Source: an optimization exercise on an open RTL-to-GDS flow (aim: small area). Production flows keep margins and buffers that such runs may drop. The RTL was checked by simulation tests, not by an equivalence proof against the original design.

==> inputs of run a <==
==> flow/design.v <==
module mem_arbiter_n #(
  parameter int NUM_CH  = 4,
  parameter int ADDR_W  = 32,
  parameter int LINE_W  = 256,
  parameter int BURST_W = 64
) (
  input  logic                       clk,
  input  logic                       reset_n,
  input  logic [NUM_CH-1:0]          ch_read_i,
  input  logic [NUM_CH-1:0]          ch_write_i,
  input  logic [NUM_CH*ADDR_W-1:0]   ch_addr_i,
  input  logic [NUM_CH*LINE_W-1:0]   ch_wline_i,
  output logic [LINE_W-1:0]          ch_rline_o,
  output logic [NUM_CH-1:0]          ch_resp_o,
  output logic                       stall_o,
  input  logic                       resp_i,
  input  logic [BURST_W-1:0]         burst_i,
  output logic [BURST_W-1:0]         burst_o,
  output logic [ADDR_W-1:0]          address_o,
  output logic                       read_o,
  output logic                       write_o
);
  localparam int BEATS = LINE_W / BURST_W;
  localparam int CNT_W = $clog2(BEATS);
  localparam int CH_W  = (NUM_CH > 1) ? $clog2(NUM_CH) : 1;
  localparam int OFF_W = $clog2(LINE_W / 8);
  logic [NUM_CH-1:0] req;
  logic [CH_W-1:0]   ptr_q;       
  logic [CNT_W-1:0]  cnt_q;       
  logic              done_q;      
  logic [CH_W-1:0]   grant_sel;
  logic [CH_W-1:0]   grant;
  logic [NUM_CH-1:0] grant_oh;
  logic [BEATS-1:0]  beat_oh;
  logic              busy, idle, last_beat;
  assign req       = ch_read_i | ch_write_i;
  assign busy      = read_o | write_o;
  assign idle      = ~busy & ~done_q;
  assign last_beat = resp_i & (cnt_q == CNT_W'(BEATS - 1));
  assign grant     = ptr_q - 1'b1;
  always_comb begin
    for (int c = 0; c < NUM_CH; c++) grant_oh[c] = (grant == CH_W'(c));
    for (int k = 0; k < BEATS; k++)  beat_oh[k]  = (cnt_q == CNT_W'(k));
  end
  always_comb begin
    grant_sel = '0;
    for (int i = NUM_CH - 1; i >= 0; i--) begin
      if (req[CH_W'(ptr_q + CH_W'(i))]) grant_sel = CH_W'(ptr_q + CH_W'(i));
    end
  end
  always_ff @(posedge clk or negedge reset_n) begin
    if (!reset_n) begin
      ptr_q   <= '0;
      cnt_q   <= '0;
      done_q  <= 1'b0;
      read_o  <= 1'b0;
      write_o <= 1'b0;
    end else begin
      done_q <= busy & last_beat;
      if (idle) begin
        if (|req) begin
          ptr_q   <= grant_sel + 1'b1;
          write_o <= ch_write_i[grant_sel];
          read_o  <= ~ch_write_i[grant_sel];
        end
      end else if (busy & resp_i) begin
        cnt_q <= cnt_q + 1'b1;
        if (last_beat) begin
          read_o  <= 1'b0;
          write_o <= 1'b0;
        end
      end
    end
  end
  assign ch_resp_o = done_q ? grant_oh : '0;
  assign stall_o   = (|req) & ~done_q;
  always_comb begin
    address_o = '0;
    burst_o   = '0;
    for (int c = 0; c < NUM_CH; c++) begin
      address_o = address_o | ({ADDR_W{grant_oh[c]}} & ch_addr_i[c*ADDR_W +: ADDR_W]);
      for (int k = 0; k < BEATS; k++)
        burst_o = burst_o | ({BURST_W{grant_oh[c] & beat_oh[k]}} &
                             ch_wline_i[c*LINE_W + k*BURST_W +: BURST_W]);
    end
    address_o[OFF_W-1:0] = '0;
  end
  always_ff @(posedge clk) begin
    for (int k = 0; k < BEATS - 1; k++)
      if (beat_oh[k]) ch_rline_o[k*BURST_W +: BURST_W] <= burst_i;
    ch_rline_o[(BEATS-1)*BURST_W +: BURST_W] <= burst_i;
  end
endmodule
==> flow/flow/run.sh <==
#!/bin/bash
# Standard ORFS layout, except that the port buffers are the smallest buffer cell
# (buffer_ports -buffer_cell sky130_fd_sc_hd__buf_1) instead of the default choice.
set -euo pipefail
bash standard.sh "BUFFER_PORTS_ARGS=-buffer_cell sky130_fd_sc_hd__buf_1" finish > standard_flow.log 2>&1
==> flow/standard.sh <==
#!/bin/bash
# synth_recipe.tcl (not shown) runs the flow's synth.tcl, then flattens the netlist and writes it again
# the make line also repeats each setting of config.mk as NAME=value (left out here)
make -C /OpenROAD-flow-scripts/flow DESIGN_CONFIG=/design/flow/config.mk WORK_HOME=/design/flow/orfs CLKGATE_MAP_FILE= SYNTH_SCRIPT=/design/flow/synth_recipe.tcl "${@:-finish}"
==> flow/config.mk <==
export PLATFORM = sky130hd
export DESIGN_NAME = mem_arbiter_n
export DESIGN_NICKNAME = mem_arbiter_n
export VERILOG_FILES = /design/flow/design.v
export SDC_FILE = /design/flow/constraint.sdc
export NUM_CORES = 4
export LEC_CHECK = 0
export CAP_MARGIN = 20
export CORE_AREA = 10 10 570 570
export DIE_AREA = 0 0 580 580
export SLEW_MARGIN = 20
==> flow/constraint.sdc <==
create_clock -name core_clock -period 5.0 [get_ports {clk}]
set_input_delay 1.0000 -clock core_clock [delete_from_list [all_inputs] [get_ports {clk}]]
set_output_delay 1.0000 -clock core_clock [all_outputs]
set_load 0.01 [all_outputs]
==> run b (differences from run a) <==
==> flow/design.v, changed modules only <==
module mem_arbiter_n #(
  parameter int NUM_CH  = 4,
  parameter int ADDR_W  = 32,
  parameter int LINE_W  = 256,
  parameter int BURST_W = 64
) (
  input  logic                       clk,
  input  logic                       reset_n,
  input  logic [NUM_CH-1:0]          ch_read_i,
  input  logic [NUM_CH-1:0]          ch_write_i,
  input  logic [NUM_CH*ADDR_W-1:0]   ch_addr_i,
  input  logic [NUM_CH*LINE_W-1:0]   ch_wline_i,
  output logic [LINE_W-1:0]          ch_rline_o,
  output logic [NUM_CH-1:0]          ch_resp_o,
  output logic                       stall_o,
  input  logic                       resp_i,
  input  logic [BURST_W-1:0]         burst_i,
  output logic [BURST_W-1:0]         burst_o,
  output logic [ADDR_W-1:0]          address_o,
  output logic                       read_o,
  output logic                       write_o
);
  localparam int BEATS = LINE_W / BURST_W;
  localparam int OFF_W = $clog2(LINE_W / 8);
  logic [NUM_CH-1:0] req;
  logic [NUM_CH-1:0] grant_q;     
  logic [NUM_CH-1:0] ptr;         
  logic [NUM_CH-1:0] grant_sel;   
  logic [BEATS-1:0]  beat_q;      
  logic              done_q;      
  logic              busy, idle;
  assign req  = ch_read_i | ch_write_i;
  assign busy = read_o | write_o;
  assign idle = ~busy & ~done_q;
  assign ptr  = {grant_q[NUM_CH-2:0], grant_q[NUM_CH-1]};
  always_comb begin
    logic found;
    grant_sel = '0;
    found     = 1'b0;
    for (int p = 0; p < NUM_CH; p++) begin
      if (ptr[p]) begin
        found = 1'b0;
        for (int j = 0; j < NUM_CH; j++) begin
          if (!found && req[(p + j) % NUM_CH]) begin
            grant_sel[(p + j) % NUM_CH] = 1'b1;
            found = 1'b1;
          end
        end
      end
    end
  end
  always_ff @(posedge clk or negedge reset_n) begin
    if (!reset_n) begin
      grant_q <= NUM_CH'(1) << (NUM_CH - 1);
      beat_q  <= BEATS'(1);
      done_q  <= 1'b0;
      read_o  <= 1'b0;
      write_o <= 1'b0;
    end else begin
      done_q <= busy & resp_i & beat_q[BEATS-1];
      if (idle) begin
        if (|req) begin
          grant_q <= grant_sel;
          write_o <= |(ch_write_i & grant_sel);
          read_o  <= ~|(ch_write_i & grant_sel);
        end
      end else if (busy & resp_i) begin
        beat_q <= {beat_q[BEATS-2:0], beat_q[BEATS-1]};
        if (beat_q[BEATS-1]) begin
          read_o  <= 1'b0;
          write_o <= 1'b0;
        end
      end
    end
  end
  assign ch_resp_o = done_q ? grant_q : '0;
  assign stall_o   = (|req) & ~done_q;
  always_comb begin
    address_o = '0;
    burst_o   = '0;
    for (int c = 0; c < NUM_CH; c++) begin
      address_o = address_o | ({ADDR_W{grant_q[c]}} & ch_addr_i[c*ADDR_W +: ADDR_W]);
      for (int k = 0; k < BEATS; k++)
        burst_o = burst_o | ({BURST_W{grant_q[c] & beat_q[k]}} &
                             ch_wline_i[c*LINE_W + k*BURST_W +: BURST_W]);
    end
    address_o[OFF_W-1:0] = '0;
  end
  always_ff @(posedge clk) begin
    for (int k = 0; k < BEATS - 1; k++)
      if (beat_q[k]) ch_rline_o[k*BURST_W +: BURST_W] <= burst_i;
    ch_rline_o[(BEATS-1)*BURST_W +: BURST_W] <= burst_i;
  end
endmodule
==> flow/flow/run.sh (replaced) <==
#!/bin/bash
# Standard ORFS layout with two changes to how it is made:
#  - the port buffers are the smallest buffer cell (buffer_ports -buffer_cell sky130_fd_sc_hd__buf_1);
#  - pins may sit on every routing track (place_pins -min_distance 1 track), so the die can be small.
set -euo pipefail
bash standard.sh \
  "BUFFER_PORTS_ARGS=-buffer_cell sky130_fd_sc_hd__buf_1" \
  "PLACE_PINS_ARGS=-min_distance 1 -min_distance_in_tracks" \
  finish > standard_flow.log 2>&1
--- a/flow/config.mk
+++ b/flow/config.mk
@@ -8,4 +8,4 @@
 export CAP_MARGIN = 20
-export CORE_AREA = 10 10 570 570
-export DIE_AREA = 0 0 580 580
+export CORE_AREA = 5 5 225 225
+export DIE_AREA = 0 0 230 230
 export SLEW_MARGIN = 20
==> notes <==
Run a completed without violations. Run b stopped in global routing.
Synthesized area: run a is smaller than run b (0.45%).
In run b the synthesized cell count is larger than in run a, by about 0.7%.

[what the ideal ports hide]
In the flow no input, the clock included, has a driving cell. The finished layout below was timed again as built, in two steps. Step 1, drivers: a clkbuf_16 drives clk and a buf_2 each remaining input, both assumed. Step 2, shift: input delay + t, output delay - t, t = (earliest + latest rising clock arrival at the registers) / 2. This alone moves slack from input paths to output paths. Three values: ideal ports, drivers, drivers and shift; two values: the first two.
run: run a
t (ns): 0.621
setup slack, ns: 0.175 / 0.113 / 0.734
latest minus earliest clock arrival (ns): 0.029 / 0.029
worst register clock-pin slew, ns: 0.07 / 0.07
pins driven straight from the clock port: 1
After both steps run a still meets setup and hold. For run a, drivers alone change the setup slack by -0.062 ns; drivers and shift together by +0.559 ns.
